What follows belongs to an exercise in optimizing a design on an open flow for small area; a production flow would make more cautious choices.
Only simulation tests tie the RTL to the original design; equivalence was not proved. No driver is modelled on the clock port, so clocking that relies on it looks cheaper here than on a real chip.

==> inputs of amber <==
==> flow/design.v <==
package rv_pkg;
	typedef logic [32-1:0] word_t;  
	typedef logic [31:0] instr_t;  
	typedef logic [$clog2(32)-1:0] reg_idx_t;  
	typedef logic [3:0] alu_op_t;  
	typedef struct packed {
		alu_op_t op;  
		word_t a;  
		word_t b;  
		reg_idx_t rd;  
		logic write;  
		logic illegal;  
	} dec_op_t;
	typedef struct packed {
		reg_idx_t rd;  
		word_t value;  
		logic write;  
		logic illegal;  
	} result_t;
endpackage
`timescale 1ns/1ns
module reg_ring (
	input logic clk,
	input logic sel_a,
	input logic sel_b,
	input logic wbit_n,
	output logic tail
);
	logic [31:0] q;
	assign tail = q[0];
	always_ff @(posedge clk) begin
		q <= {!((sel_a && sel_b) ? wbit_n : q[0]), q[31:1]};
	end
endmodule
`timescale 1ns/1ns
module mux32 (
	input logic [31:0] d,
	input logic [4:0] sel,
	output logic y
);
	logic [7:0] l1;
	logic [1:0] l2;
	genvar i;
	generate
		for (i = 0; i < 8; i++) begin : g_l1
			mux4 u_m (.d (d[4*i +: 4]), .sel (sel[1:0]), .y (l1[i]));
		end
		for (i = 0; i < 2; i++) begin : g_l2
			mux4 u_m (.d (l1[4*i +: 4]), .sel (sel[3:2]), .y (l2[i]));
		end
	endgenerate
	assign y = sel[4] ? l2[1] : l2[0];
endmodule
module mux4 (
	input logic [3:0] d,
	input logic [1:0] sel,
	output logic y
);
	assign y = d[sel];
endmodule
`timescale 1ns/1ns
module int_core_top (
	input logic clk,
	input logic rst,
	input logic in_valid,
	output logic in_ready,
	input logic [31:0] in_instr,
	output logic res_valid,
	input logic res_ready,
	output logic [4:0] res_rd,
	output logic [31:0] res_value,
	output logic res_write,
	output logic res_illegal
);
	logic [4:0] ph;  
	logic clr;  
	logic in1;  
	logic in2;  
	logic cy;  
	logic [4:0] sh;  
	logic res_w;
	logic [6:0] opcode;
	logic [2:0] f3;
	logic [6:0] f7;
	logic [4:0] rd, rs1, rs2;
	logic is_op, is_imm, is_lui, legal, inv_b, is_shift;
	assign opcode = in_instr[6:0];
	assign f3 = in_instr[14:12];
	assign f7 = in_instr[31:25];
	assign rd = in_instr[11:7];
	assign rs1 = in_instr[19:15];
	assign rs2 = in_instr[24:20];
	assign is_op = (opcode == 7'b0110011);
	assign is_imm = (opcode == 7'b0010011);
	assign is_lui = (opcode == 7'b0110111);
	assign is_shift = !is_lui && f3[1:0] == 2'b01;
	always_comb begin
		legal = is_lui;
		if (is_op)
			legal = (f7 == 7'h00) || (f7 == 7'h20 && (f3 == 3'd0 || f3 == 3'd5));
		if (is_imm)
			legal = (f3 == 3'd1) ? (f7 == 7'h00) :
				(f3 == 3'd5) ? (f7 == 7'h00 || f7 == 7'h20) : 1'b1;
	end
	assign inv_b = (is_op && f3 == 3'd0 && f7[5]) || f3 == 3'd2 || f3 == 3'd3;
	logic [31:0] tail;  
	logic [3:0] sel_lo;  
	logic [7:0] sel_hi;
	logic wbit, wbit_n;
	logic par;  
	assign tail[0] = par;  
	genvar r;
	generate
		for (r = 1; r < 32; r++) begin : g_ring
			reg_ring u_ring (
				.clk (clk),
				.sel_a (sel_lo[r % 4]),
				.sel_b (sel_hi[r / 4]),
				.wbit_n (wbit_n),
				.tail (tail[r])
			);
		end
	endgenerate
	logic a_bit, b_reg, b_bit, imm_bit;
	logic a_tail, b_tail;
	mux32 u_mux_a (.d (tail), .sel (rs1), .y (a_tail));
	mux32 u_mux_b (.d (tail), .sel (rs2), .y (b_tail));
	assign a_bit = (a_tail ^ par) & !clr;
	assign b_reg = (b_tail ^ par) & !clr;
	logic [31:0] imm_u;
	logic [15:0] imm_i;
	assign imm_u = {in_instr[31:12], 12'b0};
	assign imm_i = {{4{in_instr[31]}}, in_instr[31:20]};
	assign imm_bit = is_lui ? imm_u[ph] : (ph[4] ? in_instr[31] : imm_i[ph[3:0]]);
	assign b_bit = is_op ? b_reg : imm_bit;
	logic bb, cin, sum, cout;
	assign bb = b_bit ^ inv_b;
	assign cin = (ph == 5'd0) ? inv_b : cy;
	assign sum = a_bit ^ bb ^ cin;
	assign cout = (a_bit & bb) | (a_bit & cin) | (bb & cin);
	assign sh = res_rd;
	logic shl_run;  
	logic [4:0] sidx;
	logic [31:0] sv;
	logic sbit;
	logic ph_lt;
	always_comb begin
		ph_lt = 1'b0;
		for (int i = 0; i < 5; i++)
			if (ph[i] != sh[i])
				ph_lt = sh[i];
	end
	assign shl_run = ph_lt || (!f3[2] && sh == 5'd0);
	assign sidx = shl_run ? sh : ph;
	assign sv = {res_value[31:1], a_bit};
	mux32 u_mux_s (.d (sv), .sel (sidx), .y (sbit));
	logic rbit;
	always_comb begin
		case (f3)
			3'd0: rbit = sum;
			3'd2, 3'd3: rbit = (ph == 5'd0) & cy;
			3'd4: rbit = a_bit ^ b_bit;
			3'd6: rbit = a_bit | b_bit;
			3'd7: rbit = a_bit & b_bit;
			default: rbit = sbit;
		endcase
		if (is_lui)
			rbit = b_bit;
		if (!legal)
			rbit = 1'b0;
	end
	logic act1, act2, accept;
	assign act1 = ((ph == 5'd0) ? (!in2 && (!res_valid || res_ready)) : in1) && in_valid;
	assign act2 = in2 && in_valid;
	assign accept = act2 && ph == 5'd31;
	assign in_ready = in2 && ph == 5'd31;  
	logic oin, oen;
	always_comb begin
		if (act1) begin
			oin = a_bit & f3[2];  
			oen = 1'b1;
		end else if (is_shift && legal) begin
			oin = f3[2] ? (f7[5] & res_value[31]) : a_bit;
			oen = act2 && shl_run;
		end else begin
			oin = rbit;
			oen = act2;
		end
	end
	assign wbit = rbit & !clr;
	assign wbit_n = wbit ^ par;
	always_comb begin
		for (int i = 0; i < 4; i++)
			sel_lo[i] = clr || (act2 && legal && rd[1:0] == i[1:0]);
		for (int i = 0; i < 8; i++)
			sel_hi[i] = clr || rd[4:2] == i[2:0];
	end
	always_ff @(posedge clk) begin
		if (rst) begin
			ph <= 5'd0;
			par <= 1'b0;
			clr <= 1'b1;
			in1 <= 1'b0;
			in2 <= 1'b0;
			res_valid <= 1'b0;
		end else begin
			for (int i = 0; i < 5; i++)
				ph[i] <= ph[i] ^ (&(ph | ~((5'd1 << i) - 5'd1)));  
			if (ph == 5'd31)
				par <= !par;
			if (ph == 5'd31)
				clr <= 1'b0;
			in1 <= act1 && ph != 5'd31;
			if (ph == 5'd31)
				in2 <= act1;
			if (accept)
				res_valid <= 1'b1;
			else if (res_ready)
				res_valid <= 1'b0;
		end
	end
	always_ff @(posedge clk) begin
		if (f3[1:0] == 2'b01)
			cy <= (ph != 5'd0 && cy) || b_bit;
		else if (ph == 5'd31)
			cy <= f3[0] ? !cout : ((a_bit ^ b_bit) ? a_bit : !cout);
		else
			cy <= cout;
		if (oen)
			res_value <= {oin, res_value[31:1]};
		for (int i = 0; i < 5; i++)
			if (act1 && ph == i[4:0])
				res_rd[i] <= b_bit ^ (!f3[2] && ph != 5'd0 && cy);
		if (accept) begin
			res_rd <= rd;
			res_w <= legal;
		end
	end
	assign res_write = res_w;
	assign res_illegal = !res_w;
endmodule
==> flow/flow/run.sh <==
#!/bin/bash
# Own layout flow: the standard ORFS flow (standard.sh, unchanged synthesis)
# with two changes: ports are buffered with the smallest buffer, and the clock
# tree is built without dummy loads, with the clock buffers and clustering
# given here.
set -euo pipefail
export BUFFER_PORTS_ARGS="-buffer_cell sky130_fd_sc_hd__buf_1"
export CTS_ARGS="-sink_clustering_enable -repair_clock_nets -dont_use_dummy_load -buf_list sky130_fd_sc_hd__clkbuf_8 -sink_clustering_size 22 -sink_clustering_max_diameter 60"
bash standard.sh > standard.log 2>&1
==> flow/standard.sh <==
#!/bin/bash
# synth_recipe.tcl (not shown) runs the flow's synth.tcl, then flattens the netlist and writes it again
# the make line also repeats each setting of config.mk as NAME=value (left out here)
make -C /OpenROAD-flow-scripts/flow DESIGN_CONFIG=/design/flow/config.mk WORK_HOME=/design/flow/orfs CLKGATE_MAP_FILE= SYNTH_SCRIPT=/design/flow/synth_recipe.tcl "${@:-finish}"
==> flow/config.mk <==
export PLATFORM = sky130hd
export DESIGN_NAME = int_core_top
export DESIGN_NICKNAME = int_core_top
export VERILOG_FILES = /design/flow/design.v
export SDC_FILE = /design/flow/constraint.sdc
export NUM_CORES = 4
export LEC_CHECK = 0
export CAP_MARGIN = 20
export CORE_AREA = 2 2 198 198
export DIE_AREA = 0 0 200 200
export SLEW_MARGIN = 20
export SYNTH_HIERARCHICAL = 1
export SYNTH_MINIMUM_KEEP_SIZE = 0
==> flow/constraint.sdc <==
create_clock -name core_clock -period 6.0 [get_ports {clk}]
set_input_delay 1.2000 -clock core_clock [delete_from_list [all_inputs] [get_ports {clk}]]
set_output_delay 1.2000 -clock core_clock [all_outputs]
set_load 0.01 [all_outputs]
==> violet (differences from amber) <==
==> flow/flow/run.sh (replaced) <==
#!/bin/bash
# Own layout flow: the standard ORFS flow (standard.sh, unchanged synthesis)
# with two changes: ports are buffered with the smallest buffer, and the clock
# tree is built without dummy loads, with the clock buffers and clustering
# given here.
set -euo pipefail
export BUFFER_PORTS_ARGS="-buffer_cell sky130_fd_sc_hd__buf_1"
export CTS_ARGS="-sink_clustering_enable -repair_clock_nets -dont_use_dummy_load -buf_list sky130_fd_sc_hd__clkbuf_8 -sink_clustering_size 20 -sink_clustering_max_diameter 60"
bash standard.sh > standard.log 2>&1
Settings changed: CORE_AREA 2 2 198 198 to 2 2 246.485 246.485, DIE_AREA 0 0 200 200 to 0 0 248.485 248.485.
==> pepper (differences from amber) <==
==> flow/flow/run.sh (replaced) <==
#!/bin/bash
# Own layout flow: the standard ORFS flow (standard.sh, unchanged synthesis)
# with two changes: ports are buffered with the smallest buffer, and the clock
# tree is built without dummy loads, with the clock buffers and clustering
# given here.
set -euo pipefail
export BUFFER_PORTS_ARGS="-buffer_cell sky130_fd_sc_hd__buf_1"
export CTS_ARGS="-sink_clustering_enable -repair_clock_nets -dont_use_dummy_load -buf_list sky130_fd_sc_hd__clkbuf_8 -sink_clustering_size 23 -sink_clustering_max_diameter 60"
bash standard.sh > standard.log 2>&1
==> harbor (differences from amber) <==
==> flow/design.v (replaced) <==
package rv_pkg;
	typedef logic [32-1:0] word_t;  
	typedef logic [31:0] instr_t;  
	typedef logic [$clog2(32)-1:0] reg_idx_t;  
	typedef logic [3:0] alu_op_t;  
	typedef struct packed {
		alu_op_t op;  
		word_t a;  
		word_t b;  
		reg_idx_t rd;  
		logic write;  
		logic illegal;  
	} dec_op_t;
	typedef struct packed {
		reg_idx_t rd;  
		word_t value;  
		logic write;  
		logic illegal;  
	} result_t;
endpackage
`timescale 1ns/1ns
module int_core_top (
	input logic clk,
	input logic rst,
	input logic in_valid,
	output logic in_ready,
	input logic [31:0] in_instr,
	output logic res_valid,
	input logic res_ready,
	output logic [4:0] res_rd,
	output logic [31:0] res_value,
	output logic res_write,
	output logic res_illegal
);
	logic [4:0] ph;  
	logic clr;  
	logic in1;  
	logic in2;  
	logic cy;  
	logic lt;  
	logic [4:0] sh;  
	logic res_w;
	logic [6:0] opcode;
	logic [2:0] f3;
	logic [6:0] f7;
	logic [4:0] rd, rs1, rs2;
	logic is_op, is_imm, is_lui, legal, inv_b, is_shift;
	assign opcode = in_instr[6:0];
	assign f3 = in_instr[14:12];
	assign f7 = in_instr[31:25];
	assign rd = in_instr[11:7];
	assign rs1 = in_instr[19:15];
	assign rs2 = in_instr[24:20];
	assign is_op = (opcode == 7'b0110011);
	assign is_imm = (opcode == 7'b0010011);
	assign is_lui = (opcode == 7'b0110111);
	assign is_shift = !is_lui && f3[1:0] == 2'b01;
	always_comb begin
		legal = is_lui;
		if (is_op)
			legal = (f7 == 7'h00) || (f7 == 7'h20 && (f3 == 3'd0 || f3 == 3'd5));
		if (is_imm)
			legal = (f3 == 3'd1) ? (f7 == 7'h00) :
				(f3 == 3'd5) ? (f7 == 7'h00 || f7 == 7'h20) : 1'b1;
	end
	assign inv_b = (is_op && f3 == 3'd0 && f7[5]) || f3 == 3'd2 || f3 == 3'd3;
	logic [31:0] tail;  
	logic [31:0] wsel;  
	logic wbit;
	logic [31:0] ring [1:31];
	assign tail[0] = 1'b0;
	genvar r;
	generate
		for (r = 1; r < 32; r++) begin : g_ring
			assign tail[r] = ring[r][0];
			always_ff @(posedge clk) begin
				ring[r] <= {wsel[r] ? wbit : ring[r][0], ring[r][31:1]};
			end
		end
	endgenerate
	logic a_bit, b_reg, b_bit, imm_bit;
	assign a_bit = tail[rs1] & !clr;
	assign b_reg = tail[rs2] & !clr;
	always_comb begin
		if (is_lui)
			imm_bit = (ph >= 5'd12) ? in_instr[ph] : 1'b0;
		else
			imm_bit = (ph < 5'd12) ? in_instr[5'd20 + ph] : in_instr[31];
	end
	assign b_bit = is_op ? b_reg : imm_bit;
	logic bb, cin, sum, cout;
	assign bb = b_bit ^ inv_b;
	assign cin = (ph == 5'd0) ? inv_b : cy;
	assign sum = a_bit ^ bb ^ cin;
	assign cout = (a_bit & bb) | (a_bit & cin) | (bb & cin);
	logic [5:0] t;  
	logic shl_run;  
	logic [5:0] sidx;
	logic [32:0] sv;
	logic sbit;
	assign t = f3[2] ? {1'b0, sh} : (6'd32 - {1'b0, sh});
	assign shl_run = {1'b0, ph} < t;
	assign sidx = shl_run ? t : {1'b0, ph};
	assign sv = {a_bit, res_value};
	assign sbit = sv[sidx];
	logic rbit;
	always_comb begin
		case (f3)
			3'd0: rbit = sum;
			3'd2, 3'd3: rbit = (ph == 5'd0) & lt;
			3'd4: rbit = a_bit ^ b_bit;
			3'd6: rbit = a_bit | b_bit;
			3'd7: rbit = a_bit & b_bit;
			default: rbit = sbit;
		endcase
		if (is_lui)
			rbit = b_bit;
		if (!legal)
			rbit = 1'b0;
	end
	logic act1, act2, accept;
	assign act1 = ((ph == 5'd0) ? (!in2 && (!res_valid || res_ready)) : in1) && in_valid;
	assign act2 = in2 && in_valid;
	assign accept = act2 && ph == 5'd31;
	assign in_ready = accept;
	logic oin, oen;
	always_comb begin
		if (act1) begin
			oin = a_bit & f3[2];  
			oen = 1'b1;
		end else if (is_shift && legal) begin
			oin = f3[2] ? (f7[5] & res_value[31]) : a_bit;
			oen = act2 && shl_run;
		end else begin
			oin = rbit;
			oen = act2;
		end
	end
	assign wbit = rbit & !clr;
	always_comb begin
		for (int i = 0; i < 32; i++)
			wsel[i] = clr || (act2 && legal && rd == i[4:0]);
	end
	always_ff @(posedge clk) begin
		if (rst) begin
			ph <= 5'd0;
			clr <= 1'b1;
			in1 <= 1'b0;
			in2 <= 1'b0;
			res_valid <= 1'b0;
		end else begin
			ph <= ph + 5'd1;
			if (ph == 5'd31)
				clr <= 1'b0;
			in1 <= act1 && ph != 5'd31;
			if (ph == 5'd31)
				in2 <= act1;
			if (accept)
				res_valid <= 1'b1;
			else if (res_ready)
				res_valid <= 1'b0;
		end
	end
	always_ff @(posedge clk) begin
		cy <= cout;
		if (ph == 5'd31)
			lt <= f3[0] ? !cout : ((a_bit ^ b_bit) ? a_bit : !cout);
		for (int i = 0; i < 5; i++)
			if (ph == i[4:0])
				sh[i] <= b_bit;
		if (oen)
			res_value <= {oin, res_value[31:1]};
		if (accept) begin
			res_rd <= rd;
			res_w <= legal;
		end
	end
	assign res_write = res_w;
	assign res_illegal = !res_w;
endmodule
==> flow/flow/run.sh (replaced) <==
#!/bin/bash
# Own layout flow: the standard ORFS flow (standard.sh, unchanged synthesis)
# with two changes: ports are buffered with the smallest buffer, and the clock
# tree is built without dummy loads and with the clock buffers listed here.
set -euo pipefail
export BUFFER_PORTS_ARGS="-buffer_cell sky130_fd_sc_hd__buf_1"
export CTS_ARGS="-sink_clustering_enable -repair_clock_nets -dont_use_dummy_load -buf_list sky130_fd_sc_hd__clkbuf_16 -sink_clustering_size 30 -sink_clustering_max_diameter 100"
bash standard.sh > standard.log 2>&1
Settings changed: ABC_AREA set to 1, CORE_AREA 2 2 198 198 to unset, CORE_MARGIN set to 2, CORE_UTILIZATION set to 40, DIE_AREA 0 0 200 200 to unset, SYNTH_HIERARCHICAL 1 to unset, SYNTH_MINIMUM_KEEP_SIZE 0 to unset.
==> qor.csv <==
stage,metric,value,unit
placed_design,pre_cts_slack,133,ps
floorplan,fp-row-count,71,
outcome,status,no timing/DRC/antenna violations,
power_and_ir_drop,p_seq_frac,0.716,
final_layout,fin_nets,1508,
# the run above: pepper

==> qor.csv <==
stage,metric,value,unit
yosys,ys_types,53,
placed_design,pre_cts_slack,68.0,ps
final_layout,fin_nets,1511,
setup_path,slowest_stage,mux4_2,
setup_path,cp_num_buf_inv,3,
sta,fin_crit_sh,0.876,
final_layout,seq_area,21200,µm²
outcome,status,no timing/DRC/antenna violations,
floorplan,fp-row-count,89,
power_and_ir_drop,p_seq_frac,0.708,
# the run above: violet

==> qor.csv <==
stage,metric,value,unit
yosys,synth_xor_area_frac,0.00296,
final_layout,fin_nets,1510,
yosys,ys_seq_area_frac,0.896,
power_and_ir_drop,p_seq_frac,0.714,
power_and_ir_drop,swShare,0.194,
placed_design,pre_cts_slack,133,ps
outcome,status,no timing/DRC/antenna violations,
floorplan,fp-row-count,71,
# the run above: amber

==> qor.csv <==
stage,metric,value,unit
outcome,status,no timing/DRC/antenna violations,
power_and_ir_drop,p_seq_frac,0.675,
final_layout,fin_nets,1778,
placed_design,pre_cts_slack,757,ps
floorplan,fp-row-count,91,
# the run above: harbor

## separate check: timing with driven ports
In the flow no input, the clock included, has a driving cell. The finished layouts below were timed again as built, in two steps. Step 1: set_driving_cell puts a clkbuf_16 on clk and a buf_2 on each other input, an assumption about the parent block. Step 2 also shifts input and output timing later by t, the mid clock arrival at the registers, as if the neighbouring blocks saw the same clock. Slacks: no drivers / after step 1 / after step 2; pairs: no drivers / after step 1.
| run | t (ns) | setup WS [ns] | worst setup path at the end | slew at the worst register clock pin (ns) | worst data-port slew with drivers (ns) |
|---|---|---|---|---|---|
| amber | 0.676 | 0.765 / 0.792 / 0.116 | input to register | 0.12 / 0.12 | 0.09 |
| violet | 0.680 | 0.746 / 0.766 / 0.086 | input to register | 0.11 / 0.11 | 0.11 |
| pepper | 0.669 | 0.741 / 0.768 / 0.098 | input to register | 0.12 / 0.12 | 0.10 |
| harbor | 0.627 | 1.327 / 1.296 / 0.670 | input to register | 0.11 / 0.11 | 0.09 |
After both steps setup and hold are still met in every run listed. The setup slack of violet, which loses most, moves by +0.020 ns with the drivers and by -0.660 ns with both steps.
